This design comes from an exercise in tuning for small area, a short achievable clock period and few clock cycles per item on the open sky130 flow, not from production work. In this exercise RTL edits were held to simulation tests only and were not proved equivalent to the original.

## green
Design ntt_core, start of the top module:
module ntt_core (
    input  logic        clk,
    input  logic        reset,
    input  logic        load_w,
    input  logic        load_data,
    input  logic        start,
    input  logic [13:0] din,
    output logic        done,
    output logic [13:0] dout
);
    typedef enum logic [2:0] {
        S_IDLE,
        S_LTW,
        S_LDATA,
        S_WAIT,
        S_RUN
    } state_t;
    state_t      state;
    logic [3:0]  seq;
    logic [3:0]  twk;      
    logic [1:0]  hcol;     
    logic [4:0]  k;        
    logic [4:0]  kn;       
    logic        spec;     
    logic        ready;
    logic        go;
    logic        go_spec;
    logic        cmd_start;
    logic        commit;
    logic        abort;
    logic [13:0] din_r;
    logic        ldv_r;    
    logic [3:0]  ldi_r;
    assign cmd_start = start && !load_w && !load_data;
    assign ready     = (hcol == 2'd1) && (twk >= 4'd13);
    assign go_spec   = (state == S_LDATA) && (seq == 4'd14) && ready;
    assign commit    = spec && (state == S_IDLE) && cmd_start;
    assign abort     = spec && (state == S_IDLE) && !cmd_start;
    assign go        = ready && !spec && (((state == S_IDLE) && cmd_start) || (state == S_WAIT));
    assign kn        = (go || go_spec) ? 5'd1 :
                       (abort ? 5'd0 : (((k != 5'd0) && (k != 5'd25)) ? k + 5'd1 : 5'd0));
    always_ff @(posedge clk or posedge reset) begin
        if (reset) begin
            state <= S_IDLE;
            seq   <= '0;
            twk   <= 4'd15;
            hcol  <= '0;
            k     <= '0;
            spec  <= 1'b0;
            ldv_r <= 1'b0;
            ldi_r <= '0;
  ...
Size in the first run: roughly 39,000 sq um of cells after synthesis.
Settings: LEC_CHECK=0, ABC_AREA=1, CAP_MARGIN=20, CORE_MARGIN=2, CORE_UTILIZATION=40, CTS_BUF_LIST=sky130_fd_sc_hd__clkbuf_8, PLACE_DENSITY=0.8, SETUP_SLACK_MARGIN=3.25, SLEW_MARGIN=20; clock period 7.0 ns.
run.sh (not shown) runs the stock make flow with config.mk's settings and CLKGATE_MAP_FILE= SYNTH_SCRIPT=/design/flow/synth_recipe.tcl, a recipe that flattens the netlist after the stock synthesis.
No stage failed in green, and the final checks on the layout all came back clean.
Testbench counts of green, summed over its fixed seeds: cycles 7,952, transforms 192.
Modified inputs, purple compared to green
diff --git a/flow/config.mk b/flow/config.mk
--- a/flow/config.mk
+++ b/flow/config.mk
@@ -12,4 +12,3 @@
 export CTS_BUF_LIST = sky130_fd_sc_hd__clkbuf_8
-export PLACE_DENSITY = 0.8
-export SETUP_SLACK_MARGIN = 3.25
+export SETUP_SLACK_MARGIN = 2.0
 export SLEW_MARGIN = 20
Notes after the runs:
- Going from green to purple, worst setup margin shrinks by 0.93 ns.
- In the tables for purple and green, critical path depth reads lower with purple.
- purple ended up with a higher worst setup slack after placement than green did.
- purple vs green — total routing usage reported by global routing rose 0.54 points.
- When purple is set beside green, its post-detailed-routing wire length turns out to be 2.4% smaller.
- Against green, purple comes in 13 points higher on final cycle utilization of the critical path.
- The launching element of the worst setup path comes out s2_sub in one run and z_mult in the other, namely in purple and green respectively.

---

Starting RTL as in the previous note.
## ntt_core
module ntt_core (
    input  logic        clk,
    input  logic        reset,
    input  logic        load_w,
    input  logic        load_data,
    input  logic        start,
    input  logic [13:0] din,
    output logic        done,
    output logic [13:0] dout
);
clock: 7.0 ns
lec_check: 0
abc_area: 1
cap_margin: 20
core_margin: 2
core_utilization: 40
cts_buf_list: sky130_fd_sc_hd__clkbuf_8
setup_slack_margin: 4.0
slew_margin: 20
The starting point passed the timing, DRC and antenna checks.
Testbench counts at the start, summed over its fixed seeds: cycles 7,952, transforms 192.
Next try:
Settings changed: CORE_UTILIZATION 40 to 60, SETUP_SLACK_MARGIN 4.0 to 3.25.
=> The changed run completed with no timing, DRC or antenna violations. Worst setup slack degrades by 90 ps. Via count shrinks by 4.3%. Cell count is lower by 10%.
Next try:
Settings changed: CORE_UTILIZATION 60 to 40.
Cell area came out higher slightly.
Via count came out lower slightly.
Core utilization came out lower by 23 points.
Routed wire length came out higher slightly.
Die area came out higher by well over a third.
Hold slack gets worse by 5.2 ps.
Worst setup slack gets better by 62 ps.
Maximum frequency came out higher slightly.
Next try:
Settings changed: SETUP_SLACK_MARGIN 3.25 to 3.5.
What happened:
- The changed run finished clean
- final area goes up by a few percent
- via count goes up by a few percent
- non-clock buffer count goes up by 121

re-timing with driven ports:
Ports are ideal in the flow. The routed layouts listed here were re-timed in OpenROAD.
Step 1: set_driving_cell puts a clkbuf_16 on clk and a buf_2 on each other input, an assumption about the parent block.
Step 2, shift: input delay + t, output delay - t, t = (earliest + latest rising clock arrival at the registers) / 2. This alone moves slack from input paths to output paths.
Three values: ideal ports, drivers, drivers and shift; two values: the first two.
run | t, ns | setup WS [ns] | hold slack, ns | worst setup path after step 2 | slew at the worst register clock pin (ns)
green | 0.771 | 3.282 / 3.282 / 3.163 | 0.293 / 0.293 / 0.293 | input to register | 0.08 / 0.08
purple | 0.804 | 2.356 / 2.356 / 2.356 | 0.294 / 0.294 / 0.294 | register to register | 0.07 / 0.07
the first run of note 2 | 0.802 | 3.390 / 3.390 / 3.353 | 0.291 / 0.291 / 0.291 | input to register | 0.07 / 0.07
the second run of note 2 | 0.811 | 3.300 / 3.300 / 2.738 | 0.283 / 0.283 / 0.283 | input to register | 0.08 / 0.08
the third run of note 2 | 0.823 | 3.362 / 3.362 / 2.816 | 0.278 / 0.278 / 0.278 | input to register | 0.07 / 0.07
the fourth run of note 2 | 0.777 | 3.533 / 3.533 / 2.940 | 0.275 / 0.275 / 0.275 | input to register | 0.09 / 0.09
After both steps every run listed still meets setup and hold. The setup slack of the fourth run of note 2, which loses most, moves by 0.000 ns with the drivers and by -0.593 ns with both steps.
